Context: an optimization exercise on an open-source flow, tuned for small area, a short achievable clock period and few clock cycles per item. The choices shown serve that exercise and are no tape-out recipe.
The RTL was checked by simulation tests, not by an equivalence proof against the original design.
Power is estimated from default activity; no workload was simulated.

== red ==
## sigmoid_pipe
module sigmoid_pipe #(
  parameter int W     = 16,
  parameter int F     = W / 2,
  parameter int LANES = 4
) (
  input  logic               clk,
  input  logic               rst,
  input  logic               in_valid,
  output logic               in_ready,
  input  logic [LANES*W-1:0] in_data,
  input  logic               in_mode,
  output logic               out_valid,
  input  logic               out_ready,
  output logic [LANES*W-1:0] out_data,
  output logic [LANES-1:0]   out_sat
);
  logic       w_en;
  logic [1:0] r_vld;
  logic [1:0] r_mode;
  logic       w_mode;
  assign w_mode = in_mode;
  assign w_en      = !r_vld[1] || out_ready;
  assign in_ready  = w_en;
  assign out_valid = r_vld[1];
  always_ff @(posedge clk) begin
    if (rst)       r_vld <= '0;
    else if (w_en) r_vld <= {r_vld[0], in_valid};
  end
  always_ff @(posedge clk) begin
    if (w_en) r_mode <= {r_mode[0], w_mode};
  end
  for (genvar g = 0; g < LANES; g++) begin : g_lane
    sigmoid_lane u_lane (
      .clk    (clk),
      .i_en   (w_en),
      .i_mode (w_mode),
      .i_x    (in_data[g*W +: W]),
      .r_mode (r_mode[1]),
      .o_y    (out_data[g*W +: W]),
      .o_sat  (out_sat[g])
    );
  end
endmodule
Size in the first run: about 1,000 cells after synthesis, ~84 flip-flops, roughly 140 I/O pins.
export LEC_CHECK = 0
export ABC_AREA = 1
export CAP_MARGIN = 20
export CORE_MARGIN = 2
export CORE_UTILIZATION = 40
export SETUP_SLACK_MARGIN = 3.2
export SLEW_MARGIN = 20
create_clock -name core_clock -period 7.0 [get_ports {clk}]
standard.sh (not shown) runs the stock make flow with config.mk's settings and CLKGATE_MAP_FILE= SYNTH_SCRIPT=/design/flow/synth_recipe.tcl, a recipe that flattens the netlist after the stock synthesis.
==> flow/flow/run.sh <==
#!/bin/bash
# Layout flow: the standard ORFS flow (standard.sh) with three changes:
#  - synthesis leaves the adders to ABC (no ADDER_MAP_FILE, so no fa/ha cells) and maps the
#    logic with flow/abc_map.script (a 60 s &deepsyn restructuring, then ABC's area mapper)
#    in place of ORFS's ABC script;
#    everything else in the synthesis, registers included, is the standard flow's own synth_recipe.tcl;
#  - port buffers use the platform's plain buf_1 cell instead of the one buffer_ports picks;
#  - clock tree: small clock buffers and no dummy loads.
# Each step's full output goes to a log file of its own here; ORFS keeps its per-step logs
# under orfs/logs/.
set -euo pipefail
W=$PWD
export BUFFER_PORTS_ARGS="-buffer_cell sky130_fd_sc_hd__buf_1"
export CTS_ARGS="-repair_clock_nets -dont_use_dummy_load -buf_list {sky130_fd_sc_hd__clkbuf_8 sky130_fd_sc_hd__clkbuf_16} -root_buf sky130_fd_sc_hd__clkbuf_16 -sink_clustering_enable -sink_clustering_size 50 -sink_clustering_max_diameter 150"

# synth_recipe.tcl with every "abc -script X ..." call given flow/abc_map.script as X
cat > "$W/synth_abc.tcl" <<TCL
proc abc {args} {
  set i [lsearch -exact \$args -script]
  if {\$i >= 0} { set args [lreplace \$args [expr {\$i + 1}] [expr {\$i + 1}] {$W/flow/abc_map.script}] }
  yosys abc {*}\$args
}
source {$W/synth_recipe.tcl}
TCL
sed "s#SYNTH_SCRIPT=[^ ]*#SYNTH_SCRIPT=$W/synth_abc.tcl ADDER_MAP_FILE=#" standard.sh > my_standard.sh
grep -q "SYNTH_SCRIPT=$W/synth_abc.tcl ADDER_MAP_FILE=" my_standard.sh

bash my_standard.sh synth > synth.log 2>&1
bash my_standard.sh > layout.log 2>&1
==> flow/flow/abc_map.script <==
strash
&get -n
&deepsyn -T 60
&put
dch -f
amap
topo
stime -c
buffer -c
upsize -c
dnsize -c
red completed end to end with timing, DRC and antenna clean.
Testbench counts of red, summed over its fixed seeds: cycles 8,016, items 8,000.
[inputs] purple vs red
diff --git a/flow/flow/run.sh b/flow/flow/run.sh
--- a/flow/flow/run.sh
+++ b/flow/flow/run.sh
@@ -13,3 +13,3 @@
 export BUFFER_PORTS_ARGS="-buffer_cell sky130_fd_sc_hd__buf_1"
-export CTS_ARGS="-repair_clock_nets -dont_use_dummy_load -buf_list {sky130_fd_sc_hd__clkbuf_8 sky130_fd_sc_hd__clkbuf_16} -root_buf sky130_fd_sc_hd__clkbuf_16 -sink_clustering_enable -sink_clustering_size 50 -sink_clustering_max_diameter 150"
+export CTS_ARGS="-sink_clustering_enable -repair_clock_nets -dont_use_dummy_load -buf_list {sky130_fd_sc_hd__clkbuf_4 sky130_fd_sc_hd__clkbuf_8} -root_buf sky130_fd_sc_hd__clkbuf_8"
 
Notes after the runs:
purple vs red: worst setup slack up
Area growth from synthesis to final layout, red and purple, higher one = red.
Side by side, total number of cells along the worst setup path turned out lower in purple than in red.
Comparing red and purple, the lower final cell utilization of the core is on purple.


== xenon ==
The RTL this note starts from:
==> flow/design.v <==
package sigmoid_pkg;
  function automatic integer sig_one(input integer f);
    sig_one = 1 << f;
  endfunction
  function automatic integer sig_sat_pos(input integer f);
    sig_sat_pos = 4 << f;
  endfunction
  function automatic integer sig_sat_neg(input integer f);
    sig_sat_neg = -(4 << f);
  endfunction
endpackage
module sigmoid_core (
  input  logic [7:0] t,
  output logic [6:0] q
);
  wire t0 = (t[0] & t[5]) ^ (t[1] & t[4]);
  wire t1 = (t[0] & t[5]) & (t[1] & t[4]);
  wire t2 = (t[0] & t[6]) ^ (t[1] & t[5]);
  wire t3 = (t[0] & t[6]) & (t[1] & t[5]);
  wire t4 = (t[0] & t[7]) ^ (t[1] & t[6]) ^ (t[2] & t[5]);
  wire t5 = ((t[0] & t[7]) & (t[1] & t[6])) | ((t[0] & t[7]) & (t[2] & t[5])) | ((t[1] & t[6]) & (t[2] & t[5]));
  wire t6 = (t[1] & t[7]) ^ (t[2] & t[6]) ^ (t[3] & t[5]);
  wire t7 = ((t[1] & t[7]) & (t[2] & t[6])) | ((t[1] & t[7]) & (t[3] & t[5])) | ((t[2] & t[6]) & (t[3] & t[5]));
  wire t8 = (t[2] & t[7]) ^ (t[3] & t[6]) ^ (t[4] & t[5]);
  wire t9 = ((t[2] & t[7]) & (t[3] & t[6])) | ((t[2] & t[7]) & (t[4] & t[5])) | ((t[3] & t[6]) & (t[4] & t[5]));
  wire t10 = (t[0] & t[3]) ^ (t[1] & t[2]);
  wire t11 = (t[0] & t[3]) & (t[1] & t[2]);
  wire t12 = (t[0] & t[4]) ^ (t[1] & t[3]);
  wire t13 = (t[0] & t[4]) & (t[1] & t[3]);
  wire t14 = t0 ^ (t[2] & t[3]) ^ t[3];
  wire t15 = (t0 & (t[2] & t[3])) | (t0 & t[3]) | ((t[2] & t[3]) & t[3]);
  wire t16 = t1 ^ t2 ^ (t[2] & t[4]);
  wire t17 = (t1 & t2) | (t1 & (t[2] & t[4])) | (t2 & (t[2] & t[4]));
  wire t18 = t3 ^ t4 ^ (t[4] & ~t[3]);
  wire t19 = (t3 & t4) | (t3 & (t[4] & ~t[3])) | (t4 & (t[4] & ~t[3]));
  wire t20 = t5 ^ t6 ^ (t[3] & t[4]);
  wire t21 = (t5 & t6) | (t5 & (t[3] & t[4])) | (t6 & (t[3] & t[4]));
  wire t22 = t7 ^ t8 ^ t[5];
  wire t23 = (t7 & t8) | (t7 & t[5]) | (t8 & t[5]);
  wire t24 = t9 ^ (t[3] & t[7]) ^ (t[4] & t[6]);
  wire t25 = (t9 & (t[3] & t[7])) | (t9 & (t[4] & t[6])) | ((t[3] & t[7]) & (t[4] & t[6]));
  wire t26 = (t[4] & t[7]) ^ (t[5] & t[6]) ^ t[6];
  wire t27 = ((t[4] & t[7]) & (t[5] & t[6])) | ((t[4] & t[7]) & t[6]) | ((t[5] & t[6]) & t[6]);
  wire t28 = (t[0] & t[1]) ^ t[1];
  wire t29 = (t[0] & t[1]) & t[1];
  wire t30 = t10 ^ t[2];
  wire t31 = t10 & t[2];
  wire t32 = t11 ^ t12;
  wire t33 = t11 & t12;
  wire t34 = t13 ^ t14;
  wire t35 = t13 & t14;
  wire t36 = t15 ^ t16;
  wire t37 = t15 & t16;
  wire t38 = t17 ^ t18;
  wire t39 = t17 & t18;
  wire t40 = t19 ^ t20;
  wire t41 = t19 & t20;
  wire t42 = t21 ^ t22;
  wire t43 = t21 & t22;
  wire t44 = t23 ^ t24;
  wire t45 = t23 & t24;
  wire t46 = t25 ^ t26;
  wire t47 = t25 & t26;
  wire t48 = t27 ^ (t[5] & t[7]);
  wire t49 = t27 & (t[5] & t[7]);
  wire t50 = (t[6] & t[7]) ^ t[7];
  wire t51 = (t[6] & t[7]) & t[7];
  wire t52 = (t[0] & t[2]) & t29;
  wire t53 = (t[0] & t[2]) & t28;
  wire t54 = t33 | (t32 & t31);
  wire t55 = t32 & t30;
  wire t56 = t37 | (t36 & t35);
  wire t57 = t36 & t34;
  wire t58 = t41 | (t40 & t39);
  wire t59 = t40 & t38;
  wire t60 = t45 | (t44 & t43);
  wire t61 = t44 & t42;
  wire t62 = t49 | (t48 & t47);
  wire t63 = t48 & t46;
  wire t64 = t35 | (t34 & t54);
  wire t65 = t34 & t55;
  wire t66 = t56 | (t57 & t54);
  wire t67 = t57 & t55;
  wire t68 = t43 | (t42 & t58);
  wire t69 = t42 & t59;
  wire t70 = t60 | (t61 & t58);
  wire t71 = t61 & t59;
  wire t72 = t51 | (t50 & t62);
  wire t73 = t50 & t63;
  wire t74 = t31 | (t30 & t52);
  wire t75 = t54 | (t55 & t52);
  wire t76 = t64 | (t65 & t52);
  wire t77 = t66 | (t67 & t52);
  wire t78 = t47 | (t46 & t70);
  wire t79 = t46 & t71;
  wire t80 = t62 | (t63 & t70);
  wire t81 = t63 & t71;
  wire t82 = t72 | (t73 & t70);
  wire t83 = t73 & t71;
  wire t84 = t39 | (t38 & t77);
  wire t85 = t58 | (t59 & t77);
  wire t86 = t68 | (t69 & t77);
  wire t87 = t70 | (t71 & t77);
  wire t88 = t78 | (t79 & t77);
  wire t89 = t80 | (t81 & t77);
  wire t90 = t82 | (t83 & t77);
  wire t91 = (t[0] & t[2]) ^ t29;
  wire t92 = t30 ^ t52;
  wire t93 = t32 ^ t74;
  wire t94 = t34 ^ t75;
  wire t95 = t36 ^ t76;
  wire t96 = t38 ^ t77;
  wire t97 = t40 ^ t84;
  wire t98 = t42 ^ t85;
  wire t99 = t44 ^ t86;
  wire t100 = t46 ^ t87;
  wire t101 = t48 ^ t88;
  wire t102 = t50 ^ t89;
  assign q = {t90, t102, t101, t100, t99, t98, t97};
endmodule
module sigmoid_lane (
  input  logic        clk,
  input  logic        i_en,
  input  logic        i_mode,    
  input  logic [15:0] i_x,
  input  logic        r_mode,    
  output logic [15:0] o_y,
  output logic        o_sat
);
  logic       w_neg;
  logic       w_sat;
  logic [7:0] w_xs;      
  logic       w_lo;      
  logic [7:0] w_po;      
  logic [7:0] w_pa;      
  logic [7:0] w_t;
  assign w_neg = i_x[15];
  always_comb begin
    if (i_mode) begin
      w_sat = w_neg ? (~&i_x[14:9]  | ~|i_x[8:0]) : |i_x[14:9];
      w_xs  = i_x[8:1];
      w_lo  = i_x[0];
    end else begin
      w_sat = w_neg ? (~&i_x[14:10] | ~|i_x[9:0]) : |i_x[14:10];
      w_xs  = i_x[9:2];
      w_lo  = |i_x[1:0];
    end
    w_po[0] = 1'b0;
    w_pa[0] = 1'b1;
    for (int i = 1; i < 8; i++) begin
      w_po[i] = w_po[i-1] | w_xs[i-1];
      w_pa[i] = w_pa[i-1] & w_xs[i-1];
    end
    for (int i = 0; i < 8; i++)
      w_t[i] = w_xs[i] ^ (w_neg ? (w_lo & w_pa[i]) : w_po[i]);
    if (w_sat) w_t = 8'd1;
  end
  logic [7:0] r1_t;
  logic       r1_neg;
  logic       r1_sat;
  always_ff @(posedge clk) begin
    if (i_en) begin
      r1_t   <= w_t;
      r1_neg <= w_neg;
      r1_sat <= w_sat;
    end
  end
  logic [6:0] w_q;
  sigmoid_core u_core (
    .t (r1_t),
    .q (w_q)
  );
  logic [6:0] r2_q;
  logic       r2_t8;
  logic       r2_neg;
  logic       r2_sat;
  always_ff @(posedge clk) begin
    if (i_en) begin
      r2_q   <= w_q;
      r2_t8  <= ~|r1_t;
      r2_neg <= r1_neg;
      r2_sat <= r1_sat;
    end
  end
  logic [7:0] w_s;
  logic [8:0] w_sig;
  assign w_s   = {r2_t8, r2_q};
  assign w_sig = r2_neg ? {1'b0, w_s} : 9'd256 - {1'b0, w_s};
  always_comb begin
    if (r_mode) o_y = {{7{~w_sig[8] & ~w_sig[7]}}, w_sig[7:0], 1'b0} ^ 16'h0100;   
    else        o_y = {7'd0, w_sig};
  end
  assign o_sat = r2_sat;
endmodule
module sigmoid_pipe #(
  parameter int W     = 16,
  parameter int F     = W / 2,
  parameter int LANES = 4
) (
  input  logic               clk,
  input  logic               rst,
  input  logic               in_valid,
  output logic               in_ready,
  input  logic [LANES*W-1:0] in_data,
  input  logic               in_mode,
  output logic               out_valid,
  input  logic               out_ready,
  output logic [LANES*W-1:0] out_data,
  output logic [LANES-1:0]   out_sat
);
  logic       w_en;
  logic [1:0] r_vld;
  logic [1:0] r_mode;
  logic       w_mode;
  assign w_mode = in_mode;
  assign w_en      = !r_vld[1] || out_ready;
  assign in_ready  = w_en;
  assign out_valid = r_vld[1];
  always_ff @(posedge clk) begin
    if (rst)       r_vld <= '0;
    else if (w_en) r_vld <= {r_vld[0], in_valid};
  end
  always_ff @(posedge clk) begin
    if (w_en) r_mode <= {r_mode[0], w_mode};
  end
  for (genvar g = 0; g < LANES; g++) begin : g_lane
    sigmoid_lane u_lane (
      .clk    (clk),
      .i_en   (w_en),
      .i_mode (w_mode),
      .i_x    (in_data[g*W +: W]),
      .r_mode (r_mode[1]),
      .o_y    (out_data[g*W +: W]),
      .o_sat  (out_sat[g])
    );
  end
endmodule
export LEC_CHECK = 0
export ABC_AREA = 1
export CAP_MARGIN = 20
export CORE_MARGIN = 2
export CORE_UTILIZATION = 40
export SETUP_SLACK_MARGIN = 3.2
export SLEW_MARGIN = 20
create_clock -name core_clock -period 7.0 [get_ports {clk}]
==> flow/flow/run.sh <==
#!/bin/bash
# Layout flow: the standard ORFS flow (standard.sh) with three changes:
#  - synthesis leaves the adders to ABC (no ADDER_MAP_FILE, so no fa/ha cells) and maps the
#    logic with ABC's area mapper (flow/abc_map.script) in place of ORFS's ABC script;
#    everything else in the synthesis, registers included, is the standard flow's own synth_recipe.tcl;
#  - port buffers use the platform's plain buf_1 cell instead of the one buffer_ports picks;
#  - clock tree: small clock buffers and no dummy loads.
# Each step's full output goes to a log file of its own here; ORFS keeps its per-step logs
# under orfs/logs/.
set -euo pipefail
W=$PWD
export BUFFER_PORTS_ARGS="-buffer_cell sky130_fd_sc_hd__buf_1"
export CTS_ARGS="-sink_clustering_enable -repair_clock_nets -dont_use_dummy_load -buf_list {sky130_fd_sc_hd__clkbuf_4 sky130_fd_sc_hd__clkbuf_8} -root_buf sky130_fd_sc_hd__clkbuf_8"

# synth_recipe.tcl with every "abc -script X ..." call given flow/abc_map.script as X
cat > "$W/synth_abc.tcl" <<TCL
proc abc {args} {
  set i [lsearch -exact \$args -script]
  if {\$i >= 0} { set args [lreplace \$args [expr {\$i + 1}] [expr {\$i + 1}] {$W/flow/abc_map.script}] }
  yosys abc {*}\$args
}
source {$W/synth_recipe.tcl}
TCL
sed "s#SYNTH_SCRIPT=[^ ]*#SYNTH_SCRIPT=$W/synth_abc.tcl ADDER_MAP_FILE=#" standard.sh > my_standard.sh
grep -q "SYNTH_SCRIPT=$W/synth_abc.tcl ADDER_MAP_FILE=" my_standard.sh

bash my_standard.sh synth > synth.log 2>&1
bash my_standard.sh > layout.log 2>&1
==> flow/flow/abc_map.script <==
strash
dc2
dch -f
amap
topo
stime -c
buffer -c
upsize -c
dnsize -c
xenon: all stages complete, timing, DRC and antenna checks passed
Testbench counts of xenon, summed over its fixed seeds: cycles 8,016, items 8,000.
Here is what was changed in the inputs of garnet compared with xenon.
==> flow/flow/run.sh <==
#!/bin/bash
# Layout flow: the standard ORFS flow, with the port buffers made from the platform's
# plain buf_1 cell instead of the buffer buffer_ports would pick on its own.
set -euo pipefail
export BUFFER_PORTS_ARGS="-buffer_cell sky130_fd_sc_hd__buf_1"
bash standard.sh synth > synth.log 2>&1
bash standard.sh > layout.log 2>&1
--- a/flow/config.mk
+++ b/flow/config.mk
@@ -6,8 +6,6 @@
 export NUM_CORES = 4
 export LEC_CHECK = 0
-export ABC_AREA = 1
 export CAP_MARGIN = 20
 export CORE_MARGIN = 2
 export CORE_UTILIZATION = 40
-export SETUP_SLACK_MARGIN = 3.2
 export SLEW_MARGIN = 20
removed: flow/flow/abc_map.script
### Flow results
garnet vs xenon — average size of a mapped cell climbed by more than a quarter. Diff garnet and xenon: synthesized-area fraction occupied by adder cells higher in garnet. Measured against xenon, the first-iteration DRC count of garnet comes out at 0.900 times the reference value. The higher final worst-path cycle share came out of garnet. Between garnet and xenon, it is garnet whose register-to-register setup slack is lower, by 310 ps. garnet — worst path arrival time 110 ps higher, xenon as reference. Lower wire length was reported by xenon, not garnet.
The following lists how onyx was set up differently from garnet:
==> flow/flow/run.sh <==
#!/bin/bash
# Layout flow: the standard ORFS flow with two changes:
#  - port buffers use the platform's plain buf_1 cell instead of the one buffer_ports picks;
#  - clock tree: small clock buffers and no dummy loads.
set -euo pipefail
export BUFFER_PORTS_ARGS="-buffer_cell sky130_fd_sc_hd__buf_1"
export CTS_ARGS="-sink_clustering_enable -repair_clock_nets -dont_use_dummy_load -buf_list {sky130_fd_sc_hd__clkbuf_4 sky130_fd_sc_hd__clkbuf_8} -root_buf sky130_fd_sc_hd__clkbuf_8"
bash standard.sh synth > synth.log 2>&1
bash standard.sh > layout.log 2>&1
--- a/flow/config.mk
+++ b/flow/config.mk
@@ -6,6 +6,8 @@
 export NUM_CORES = 4
 export LEC_CHECK = 0
+export ABC_AREA = 1
 export CAP_MARGIN = 20
 export CORE_MARGIN = 2
 export CORE_UTILIZATION = 40
+export SETUP_SLACK_MARGIN = 3.2
 export SLEW_MARGIN = 20
## What came out
The setup slack of onyx is larger than that of garnet. Area share of and/or/nand/nor cells after synthesis came out higher on onyx than on garnet. Higher proportion of power drawn by flip-flops and latches among onyx and garnet: onyx. Re clock buffer instance count of the final layout: onyx and garnet aren't equal, and the lower value belongs to onyx. [compare] base=garnet new=onyx: worst vdd rail ir drop went down, largest net degree at the start of global routing went up, layout net count went up.
Relative to onyx, the following input files were edited for raven:
--- a/flow/config.mk
+++ b/flow/config.mk
@@ -6,5 +6,4 @@
 export NUM_CORES = 4
 export LEC_CHECK = 0
-export ABC_AREA = 1
 export CAP_MARGIN = 20
 export CORE_MARGIN = 2
Findings:
Every stage of the flow completed for raven, and the final layout passed the timing, DRC and antenna checks. The clock latency on the worst-skew pair of raven and that of onyx are within noise of each other. Looking at cell at the slowest stage of the critical path, the sky130_fd_sc_hd__or4_4 result is from raven; the sky130_fd_sc_hd__edfxtp_1 one comes from onyx. Sort raven and onyx by basic-gate share of the synthesized area counting and, or, nand and nor cells desc -> top: onyx. Of raven and onyx, raven shows the lower via count of the first global-routing pass, with onyx above it. Looking at raven and onyx, the final hold slack is a wash. Synthesized area: onyx vs raven — no meaningful difference. From onyx to raven, clock-buffer cell count did not move at all. Layout cell share with drive strength beyond 1 (raven over onyx): increase, 2.9 points. Part of the total power dissipated in the clock network in raven is 1.4 points above onyx. [compare] base=onyx new=raven: weighted congestion at the end of routability-driven global placement now larger; floorplan die area flat.
Here is what was changed in the inputs of sierra compared with raven.
==> flow/flow/run.sh <==
#!/bin/bash
# Layout flow: the standard ORFS flow (standard.sh) with three changes:
#  - synthesis leaves the adders to ABC (no ADDER_MAP_FILE, so no fa/ha cells) and maps the
#    logic with ABC's area mapper (flow/abc_map.script) in place of ORFS's ABC script;
#    everything else in the synthesis, registers included, is the standard flow's own synth_recipe.tcl;
#  - port buffers use the platform's plain buf_1 cell instead of the one buffer_ports picks;
#  - clock tree: small clock buffers and no dummy loads.
# Each step's full output goes to a log file of its own here; ORFS keeps its per-step logs
# under orfs/logs/.
set -euo pipefail
W=$PWD
export BUFFER_PORTS_ARGS="-buffer_cell sky130_fd_sc_hd__buf_1"
export CTS_ARGS="-sink_clustering_enable -repair_clock_nets -dont_use_dummy_load -buf_list {sky130_fd_sc_hd__clkbuf_4 sky130_fd_sc_hd__clkbuf_8} -root_buf sky130_fd_sc_hd__clkbuf_8"

# synth_recipe.tcl with every "abc -script X ..." call given flow/abc_map.script as X
cat > "$W/synth_abc.tcl" <<TCL
proc abc {args} {
  set i [lsearch -exact \$args -script]
  if {\$i >= 0} { set args [lreplace \$args [expr {\$i + 1}] [expr {\$i + 1}] {$W/flow/abc_map.script}] }
  yosys abc {*}\$args
}
source {$W/synth_recipe.tcl}
TCL
sed "s#SYNTH_SCRIPT=[^ ]*#SYNTH_SCRIPT=$W/synth_abc.tcl ADDER_MAP_FILE=#" standard.sh > my_standard.sh
grep -q "SYNTH_SCRIPT=$W/synth_abc.tcl ADDER_MAP_FILE=" my_standard.sh

bash my_standard.sh synth > synth.log 2>&1
bash my_standard.sh > layout.log 2>&1
==> flow/flow/abc_map.script (new file) <==
strash
dc2
dch -f
amap
topo
stime -c
buffer -c
upsize -c
dnsize -c
--- a/flow/config.mk
+++ b/flow/config.mk
@@ -6,7 +6,8 @@
 export NUM_CORES = 4
 export LEC_CHECK = 0
+export ABC_AREA = 1
 export CAP_MARGIN = 20
 export CORE_MARGIN = 2
 export CORE_UTILIZATION = 40
-export SETUP_SLACK_MARGIN = 3.2
+export SETUP_SLACK_MARGIN = 2.8
 export SLEW_MARGIN = 20
Notes after the runs:
Changes observed in sierra relative to raven: distinct cell type count after synthesis now smaller, number of design-rule violations left by the first detailed-router iteration now larger.
From raven to sierra the numbers moved as follows: multi-input logic portion of the cell area has decreased, count of mapped cells out of synthesis +8, fmax decreased by 8.4% relative to the old numbers.
Cell count: lower on sierra
For raven, the most common cell after layout, fill and taps aside was sky130_fd_sc_hd__buf_1, unlike sierra, where it was sky130_fd_sc_hd__nor2_1.
Total power: sierra better than raven
Relative to sierra, the following input files were edited for yarrow:
==> flow/flow/run.sh <==
#!/bin/bash
# Layout flow: the standard ORFS flow, with the port buffers made from the platform's
# plain buf_1 cell instead of the buffer buffer_ports would pick on its own.
set -euo pipefail
export BUFFER_PORTS_ARGS="-buffer_cell sky130_fd_sc_hd__buf_1"
bash standard.sh synth > synth.log 2>&1
bash standard.sh > layout.log 2>&1
--- a/flow/config.mk
+++ b/flow/config.mk
@@ -10,4 +10,4 @@
 export CORE_MARGIN = 2
 export CORE_UTILIZATION = 40
-export SETUP_SLACK_MARGIN = 2.8
+export SETUP_SLACK_MARGIN = 3.2
 export SLEW_MARGIN = 20
removed: flow/flow/abc_map.script
Notes after the runs:
Horizontal die dimension of yarrow exceeds that of sierra by more than 10%.
yarrow has completed all stages; timing, DRC and antenna checks passed.
sierra was carried through to the last stage, and its layout satisfied the timing, DRC and antenna checks.
Diff sierra -> yarrow: non-clock inverter total of the final layout rose by about 140%, initial cell density of the core fell by 0.19 points, HPWL reported at the end of detailed placement rose by 13%.

re-timing with driven ports:
The results above use ideal ports. As a check the final layouts listed here were re-extracted and re-timed, cells and wires unchanged. Step 1, drivers: a clkbuf_16 drives clk and a buf_2 each remaining input, both assumed. Step 2 also shifts input and output timing later by t, the mid clock arrival at the registers, as if the neighbouring blocks saw the same clock. Three values: ideal ports, drivers, drivers and shift; two values: the first two.
| run | t, ns | slack for setup (ns) | worst register clock-pin slew, ns | worst slew at a driven data input, ns |
|---|---|---|---|---|
| red | 0.374 | 3.407 / 3.365 / 3.113 | 0.07 / 0.07 | 0.08 |
| purple | 0.388 | 3.412 / 3.374 / 3.111 | 0.09 / 0.09 | 0.08 |
| xenon | 0.381 | 3.275 / 3.239 / 3.131 | 0.09 / 0.09 | 0.04 |
| garnet | 0.384 | 3.161 / 3.117 / 3.028 | 0.07 / 0.07 | 0.09 |
| onyx | 0.378 | 3.463 / 3.426 / 3.393 | 0.08 / 0.08 | 0.05 |
| raven | 0.399 | 3.352 / 3.314 / 2.995 | 0.09 / 0.09 | 0.09 |
| sierra | 0.380 | 3.015 / 2.980 / 2.781 | 0.09 / 0.09 | 0.03 |
| yarrow | 0.377 | 3.467 / 3.426 / 3.383 | 0.06 / 0.06 | 0.04 |
After both steps setup and hold are still met in every run listed. The setup slack of raven, which loses most, moves by -0.038 ns with the drivers and by -0.357 ns with both steps.
